This design comes from an exercise in tuning for small area, a short achievable clock period and few clock cycles per item on the open sky130 flow, not from production work.
In this exercise RTL edits were held to simulation tests only and were not proved equivalent to the original.

==> flow/design.v <==
package mp_types_pkg;
   typedef logic [32-1:0] limb_t;
   typedef logic [2*32-1:0] dlimb_t;
   typedef struct packed {
      limb_t hi;
      limb_t lo;
   } limb_pair_s;
   typedef union packed {
      dlimb_t     full;
      limb_pair_s half;
   } limb_pair_u;
endpackage
package mp_ctrl_pkg;
   typedef enum logic [1:0] {
      PH_IDLE  = 2'd0,
      PH_CLEAR = 2'd1,
      PH_STEP  = 2'd2,
      PH_DRAIN = 2'd3
   } seq_phase_e;
endpackage
`timescale 1ns/1ns
module operand_sequencer (
   input  logic                clk,
   input  logic                rst,
   input  logic                a_wr,
   input  logic                b_wr,
   input  logic                start,
   input  logic                p_last,
   input  mp_types_pkg::limb_t b_limb,
   output logic                busy,
   output logic                a_shift,
   output logic                clear,
   output logic                step,
   output logic                drain,
   output mp_types_pkg::limb_t b_bcast
);
   mp_ctrl_pkg::seq_phase_e                 phase;
   logic [$clog2(4):0] cnt;
   logic                       cnt_last;
   logic                       b_shift;
   mp_types_pkg::limb_t                      b_buf [4];
   assign busy = (phase != mp_ctrl_pkg::PH_IDLE);
   assign a_shift = a_wr & ~busy;
   assign b_shift = b_wr & ~busy;
   assign clear = (phase == mp_ctrl_pkg::PH_CLEAR);
   assign step  = (phase == mp_ctrl_pkg::PH_STEP);
   assign drain = (phase == mp_ctrl_pkg::PH_DRAIN) && (cnt != 4);
   assign cnt_last = (cnt == 4 - 1);
   assign b_bcast = step ? b_buf[cnt[$clog2(4)-1:0]] : '0;
   always_ff @(posedge clk) begin
      if (b_shift) begin
         for (int i = 0; i < 4 - 1; i++) begin
            b_buf[i] <= b_buf[i + 1];
         end
         b_buf[4 - 1] <= b_limb;
      end
   end
   always_ff @(posedge clk or negedge rst) begin
      if (!rst) begin
         phase <= mp_ctrl_pkg::PH_IDLE;
         cnt   <= '0;
      end else begin
         case (phase)
            mp_ctrl_pkg::PH_IDLE: begin
               if (start) begin
                  phase <= mp_ctrl_pkg::PH_CLEAR;
                  cnt   <= '0;
               end
            end
            mp_ctrl_pkg::PH_CLEAR: begin
               phase <= mp_ctrl_pkg::PH_STEP;
               cnt   <= '0;
            end
            mp_ctrl_pkg::PH_STEP: begin
               if (cnt_last) begin
                  phase <= mp_ctrl_pkg::PH_DRAIN;
                  cnt   <= '0;
               end else begin
                  cnt <= cnt + 1'b1;
               end
            end
            mp_ctrl_pkg::PH_DRAIN: begin
               if (drain) begin
                  cnt <= cnt + 1'b1;
               end else if (p_last) begin
                  phase <= mp_ctrl_pkg::PH_IDLE;
                  cnt   <= '0;
               end
            end
            default: begin
               phase <= mp_ctrl_pkg::PH_IDLE;
               cnt   <= '0;
            end
         endcase
      end
   end
endmodule
`timescale 1ns/1ns
module limb_fma (
   input  logic                clk,
   input  logic                rst,
   input  logic                a_shift,
   input  logic                clear,
   input  logic                step,
   input  mp_types_pkg::limb_t a_in,
   input  mp_types_pkg::limb_t b_bcast,
   input  mp_types_pkg::limb_t r_next,
   output mp_types_pkg::limb_t a_out,
   output mp_types_pkg::limb_t r_out,
   output mp_types_pkg::limb_t h_out,
   output mp_types_pkg::limb_t lo_out
);
   mp_types_pkg::limb_t      a_reg;
   mp_types_pkg::limb_t      r_reg;
   mp_types_pkg::limb_t      h_reg;
   mp_types_pkg::limb_pair_u t;
   always_comb begin
      t.full = mp_types_pkg::dlimb_t'(a_reg) * mp_types_pkg::dlimb_t'(b_bcast) + mp_types_pkg::dlimb_t'(r_reg) + mp_types_pkg::dlimb_t'(h_reg);
   end
   assign a_out  = a_reg;
   assign r_out  = r_reg;
   assign h_out  = h_reg;
   assign lo_out = t.half.lo;
   always_ff @(posedge clk) begin
      if (a_shift) begin
         a_reg <= a_in;
      end
   end
   always_ff @(posedge clk or negedge rst) begin
      if (!rst) begin
         r_reg <= '0;
         h_reg <= '0;
      end else if (clear) begin
         r_reg <= '0;
         h_reg <= '0;
      end else if (step) begin
         r_reg <= r_next;
         h_reg <= t.half.hi;
      end
   end
endmodule
`timescale 1ns/1ns
module result_collector (
   input  logic                              clk,
   input  logic                              rst,
   input  logic                              step,
   input  logic                              drain,
   input  mp_types_pkg::limb_t               emit,
   input  logic [4*32-1:0]   r_vec,
   input  logic [4*32-1:0]   h_vec,
   output logic                              p_valid,
   output mp_types_pkg::limb_t               p_limb,
   output logic                              p_last
);
   logic [$clog2(4)-1:0] k;
   logic                         k_last;
   mp_types_pkg::limb_t                        carry;
   mp_types_pkg::limb_t                        r_k;
   mp_types_pkg::limb_t                        h_k;
   mp_types_pkg::limb_pair_u                   sum;
   assign r_k = r_vec[k*32 +: 32];
   assign h_k = h_vec[k*32 +: 32];
   assign k_last = (k == 4 - 1);
   always_comb begin
      sum.full = mp_types_pkg::dlimb_t'(r_k) + mp_types_pkg::dlimb_t'(h_k) + mp_types_pkg::dlimb_t'(carry);
   end
   always_ff @(posedge clk) begin
      if (step) begin
         p_limb <= emit;
      end else if (drain) begin
         p_limb <= sum.half.lo;
      end
   end
   always_ff @(posedge clk or negedge rst) begin
      if (!rst) begin
         p_valid <= 1'b0;
         p_last  <= 1'b0;
         k       <= '0;
         carry   <= '0;
      end else begin
         p_valid <= step | drain;
         p_last  <= drain & k_last;
         if (step) begin
            k     <= '0;
            carry <= '0;
         end else if (drain) begin
            k     <= k + 1'b1;
            carry <= sum.half.hi;
         end
      end
   end
endmodule
`timescale 1ns/1ns
module mp_mul_top (
   input  logic                clk,
   input  logic                rst,
   input  logic                a_wr,
   input  mp_types_pkg::limb_t a_limb,
   input  logic                b_wr,
   input  mp_types_pkg::limb_t b_limb,
   input  logic                start,
   output logic                busy,
   output logic                p_valid,
   output mp_types_pkg::limb_t p_limb,
   output logic                p_last
);
   logic                            a_shift;
   logic                            clear;
   logic                            step;
   logic                            drain;
   mp_types_pkg::limb_t                           b_bcast;
   mp_types_pkg::limb_t                           a_link [4+1];
   mp_types_pkg::limb_t                           lo_link [4+1];
   logic [4*32-1:0] r_vec;
   logic [4*32-1:0] h_vec;
   assign a_link[4]  = a_limb;
   assign lo_link[4] = '0;
   operand_sequencer u_seq (
      .clk     (clk),
      .rst     (rst),
      .a_wr    (a_wr),
      .b_wr    (b_wr),
      .start   (start),
      .p_last  (p_last),
      .b_limb  (b_limb),
      .busy    (busy),
      .a_shift (a_shift),
      .clear   (clear),
      .step    (step),
      .drain   (drain),
      .b_bcast (b_bcast)
   );
   for (genvar i = 0; i < 4; i++) begin : g_lane
      limb_fma u_lane (
         .clk     (clk),
         .rst     (rst),
         .a_shift (a_shift),
         .clear   (clear),
         .step    (step),
         .a_in    (a_link[i+1]),
         .b_bcast (b_bcast),
         .r_next  (lo_link[i+1]),
         .a_out   (a_link[i]),
         .r_out   (r_vec[i*32 +: 32]),
         .h_out   (h_vec[i*32 +: 32]),
         .lo_out  (lo_link[i])
      );
   end
   result_collector u_coll (
      .clk     (clk),
      .rst     (rst),
      .step    (step),
      .drain   (drain),
      .emit    (lo_link[0]),
      .r_vec   (r_vec),
      .h_vec   (h_vec),
      .p_valid (p_valid),
      .p_limb  (p_limb),
      .p_last  (p_last)
   );
endmodule
==> flow/run.sh <==
#!/bin/bash
# synth_recipe.tcl (not shown) runs the flow's synth.tcl, then flattens the netlist and writes it again
# the make line also repeats each setting of config.mk as NAME=value (left out here)
make -C /OpenROAD-flow-scripts/flow DESIGN_CONFIG=/design/flow/config.mk WORK_HOME=/design/flow/orfs CLKGATE_MAP_FILE= SYNTH_SCRIPT=/design/flow/synth_recipe.tcl finish
==> flow/config.mk <==
export PLATFORM = sky130hd
export DESIGN_NAME = mp_mul_top
export DESIGN_NICKNAME = mp_mul_top
export VERILOG_FILES = /design/flow/design.v
export SDC_FILE = /design/flow/constraint.sdc
export NUM_CORES = 4
export LEC_CHECK = 0
export CAP_MARGIN = 20
export CORE_MARGIN = 2
export CORE_UTILIZATION = 40
export SLEW_MARGIN = 20
==> flow/constraint.sdc <==
create_clock -name core_clock -period 12.0 [get_ports {clk}]
set_input_delay 2.4000 -clock core_clock [delete_from_list [all_inputs] [get_ports {clk}]]
set_output_delay 2.4000 -clock core_clock [all_outputs]
set_load 0.01 [all_outputs]
==> notes.md <==
[repair_timing]
action	4_1_cts	5_1_grt
setup buffers	0	1
endpoints found under the hold margin	0	0
gates resized for setup	0	0
setup endpoints to repair	0	1
[placed cells by master (no fill, tap or decap), types with 56 or more instances in the layout]
cell type           n
nand2_1          2563
clkbuf_16          82
dfrtp_1           233
xor2_1            104
diode_2            61
nand3_1            56
nor2_1            158
xnor2_1           184
a21o_1            166
and3_1           1858
ha_1             1134
o21bai_1           66
clkdlybuf4s50_1   102
o22ai_1           154
inv_1            4252
fa_1             3807
buf_4             311
edfxtp_1          288
a21oi_1           293
o21ai_0           209
[synth_stat cells (33+ instances only)]
library cell,n
nor2_1,159
clkbuf_1,1148
nor3_1,52
mux2i_1,39
a21o_1,166
xor2_1,104
a21oi_1,293
and2_1,55
edfxtp_1,288
xnor2_1,184
and3_1,1858
o22ai_1,154
fa_1,3807
ha_1,1137
nor2b_1,44
inv_1,4252
nand3_1,56
dfrtp_1,235
o21bai_1,66
nand2_1,2563
o21ai_0,233
o21a_1,33
buf_1,50
nand4_1,51
[worst max-delay path by stage]
| stage | startpoint | to | depth (start not counted) |
|---|---|---|---|
| 2_1_floorplan | u_seq.cnt[0] | g_lane[2].u_lane.h_reg[30] | 37 |
| 3_3_place_gp | u_seq.cnt[0] | g_lane[3].u_lane.h_reg[23] | 33 |
| 3_5_place_dp | u_seq.cnt[0] | g_lane[3].u_lane.h_reg[23] | 33 |
| 4_1_cts | u_seq.cnt[0] | g_lane[3].u_lane.h_reg[23] | 33 |
| 5_1_grt | u_seq.cnt[1] | g_lane[3].u_lane.h_reg[23] | 33 |
| 6_report | u_seq.cnt[1] | g_lane[3].u_lane.h_reg[23] | 33 |
[final cells by class]
cell class,count,area (um2),share of cell area
diodes,61,152.6,0.0008887
clock buffers,94,2127,0.01238
clock inverters,49,588.1,0.003424
inverters,4253,15970,0.09295
multi-input cells,11550,127300,0.7412
flip-flops and latches,523,14540,0.08463
well taps,5405,6763,0.03937
repair buffers,461,4322,0.02516
[critical path, delay by kind of cell, from the launching register on]
family,cells,cell delay (ns)
buffers and inverters,9,1.60
AOI/OAI and AO/OA,7,1.78
adders and majority gates,10,4.90
DFF,1,0.39
and+or+nand+nor,6,2.05
xor gates and xnor gates,1,0.50
[stage by stage]
stage	setup WS (ns)	util	std cells	hold WS, ns
after global placement	0.9293	0.4190	22190	0.4273
after floorplan	2.502	-	17530	0.4252
after CTS	0.7215	0.4258	22330	0.3925
after detailed placement	0.8218	0.4191	22190	0.4356
final	0.5118	0.4263	22390	0.3880
after global routing	0.01001	0.4260	22340	0.4107
[cell families (layout without fill, tap and decap cells)]
logic type               count (synthesis)  in the layout  share of synthesized area
flip-flops                             523            523                    0.08978
buffers and inverters                 5454           4857                     0.1265
XOR/XNOR                               288            288                    0.01559
other                                    0             61                          0
AO/OA/AOI/OAI                         1291           1291                    0.05260
AND/OR/NAND/NOR                       4951           4951                     0.1496
multiplexers                            74             74                   0.007074
adder cells (fa/ha/maj)               4944           4944                     0.5589
[metal layers]
layer	vias up	track usage
li1	51810	-
met3	1472	0.07817
met5	-	0
met1	65460	0.3706
met4	42	0.1716
met2	6543	0.4636
==> notes.md <==
result of the run=finished clean; first-pass GRT wire length=886,800 um; Post-Synthesis Cell Area=between 150,000 and 200,000 um2; number of enable flip-flop cells after synthesis=288; crit share post-route=0.9573; final routed wirelength across all metal layers=approximately 600,000 um; total length of routed met3 wires=65,540 um; start of the worst register-to-register path=u_seq.cnt[1]; distinct cell type count of the synthesized netlist=100; count of warnings emitted by yosys=9; GRT Total Usage=0.2964; async set-reset flop share out of synthesis=0.4493; CTS tree=done; clock tree skew after final layout=0.1351 ns; Clock Tree Buf Depth=4; initial antenna violation count=92; total count of max-transition violations in the final report=0; Post-Syn Area per Cell=9.234 um2; largest fanout on the critical path=24; number of buffers inserted during clock tree synthesis=80; First-pass DRT Iterations=6; worst setup path class=flop to flop; critical path data required time=12.64 ns; Most Frequent Cell on Critical Path=fa_1; clock root cell=clkbuf_16; estimated wirelength of the detail-placed design=454,200 um; slew at the pin closest to its max-slew limit=between 1 and 1.5 ns; DR top layer=met5; violation count after the first detailed-route iteration=12,890; vias post-DR=approximately 130k; effective utilization at floorplan=0.4017; sequential cell area fraction in the yosys report=0.08978; num ports=104; buffers added on ports=103; pin count of the biggest net entering global routing=329; portion of synthesized cell area occupied by the leading cell type=0.4710; overall die area=409,700 um2; top flip-flop cell by instance count after synthesis=edfxtp_1; Worst Hold End=u_seq.b_buf[0][11]; detailed-route vias per instance=5.596; Die Wd=640.1 um; fin crit period=11.49 ns; relative slew slack=0.1447; Worst R2R End=g_lane[3].u_lane.h_reg[23]; design area=171,800 um2; share of final-layout standard cells stronger than drive strength 1=0.03798; post-DR wirelength/cell=26.76 um; syn_nets=about 23,000; clock slew seen by the registers of the worst setup and hold paths=approximately 0.060 ns; number of fill cells in the layout=39,670; overall overflow remaining after global route=0; routed wl met2=268,700 um; growth of design area from synthesis to finish=6.145%; CP peak stage delay=0.75 ns; class of the worst hold path=flop to flop; Hold Violations, Final=0; Area contributors post-synth=fa_1 (47%), inv_1 (9.9%), ha_1 (8.8%); post-detailed-route count of antenna-violating nets=0; Worst Hold Path Cells=0; arrival time of data at the critical path endpoint=12.13 ns; DRC violations left=0; vertical die dimension=640.1 um; number of rows in the core area=233; endpoints failing setup=0; cell count after synthesis=17,530; highest-delay cell along the critical path=and2_4; instance area at placement=roughly 170,000 um2; hold path startpoint=u_seq.b_buf[1][11]; cell accounting for the most synthesized area=fa_1; number of global-route vias before repair=131,900; number of max-cap violations=0; length of routed wiring on met1=223,600 um; global placement routability congestion=1.017; timing-limited maximum frequency=between 0.08 and 0.09 GHz; startpoint types=flop; Worst setup EP type=flop; Final TNS setup=0 ns; RSZ-0062 raised after global routing=false; post-cts hold buffer count=0; register bit total from synthesis=523; nets=21,880; CTS H-tree depth=3; Sinks on Clock Net=roughly 520; count of cells along the worst register-to-register path=33; core area=402,900 um2; R2R setup slack=0.51 ns; clock insertion delay at the later pin of the skew report=0.90 ns
Testbench counts, summed over its fixed seeds: cycles 5,760, items 384.

## static timing again, ports no longer ideal
The results above use ideal ports. As a check the final layout listed here was re-extracted and re-timed, cells and wires unchanged. Step 1: set_driving_cell puts a clkbuf_16 on clk and a buf_2 on each other input, an assumption about the parent block. Step 2, shift: input delay + t, output delay - t, t = (earliest + latest rising clock arrival at the registers) / 2. This alone moves slack from input paths to output paths. a / b / c = no drivers / after step 1 / after step 2; a / b = the first two.
t (ns): 0.926
slack for setup (ns): 0.512 / 0.512 / 0.512
latest minus earliest clock arrival (ns): 0.135 / 0.135
cell pins on the clock port's net: 1
After both steps setup and hold are still met in this run. The setup slack of this run moves by 0.000 ns with the drivers and by 0.000 ns with both steps.
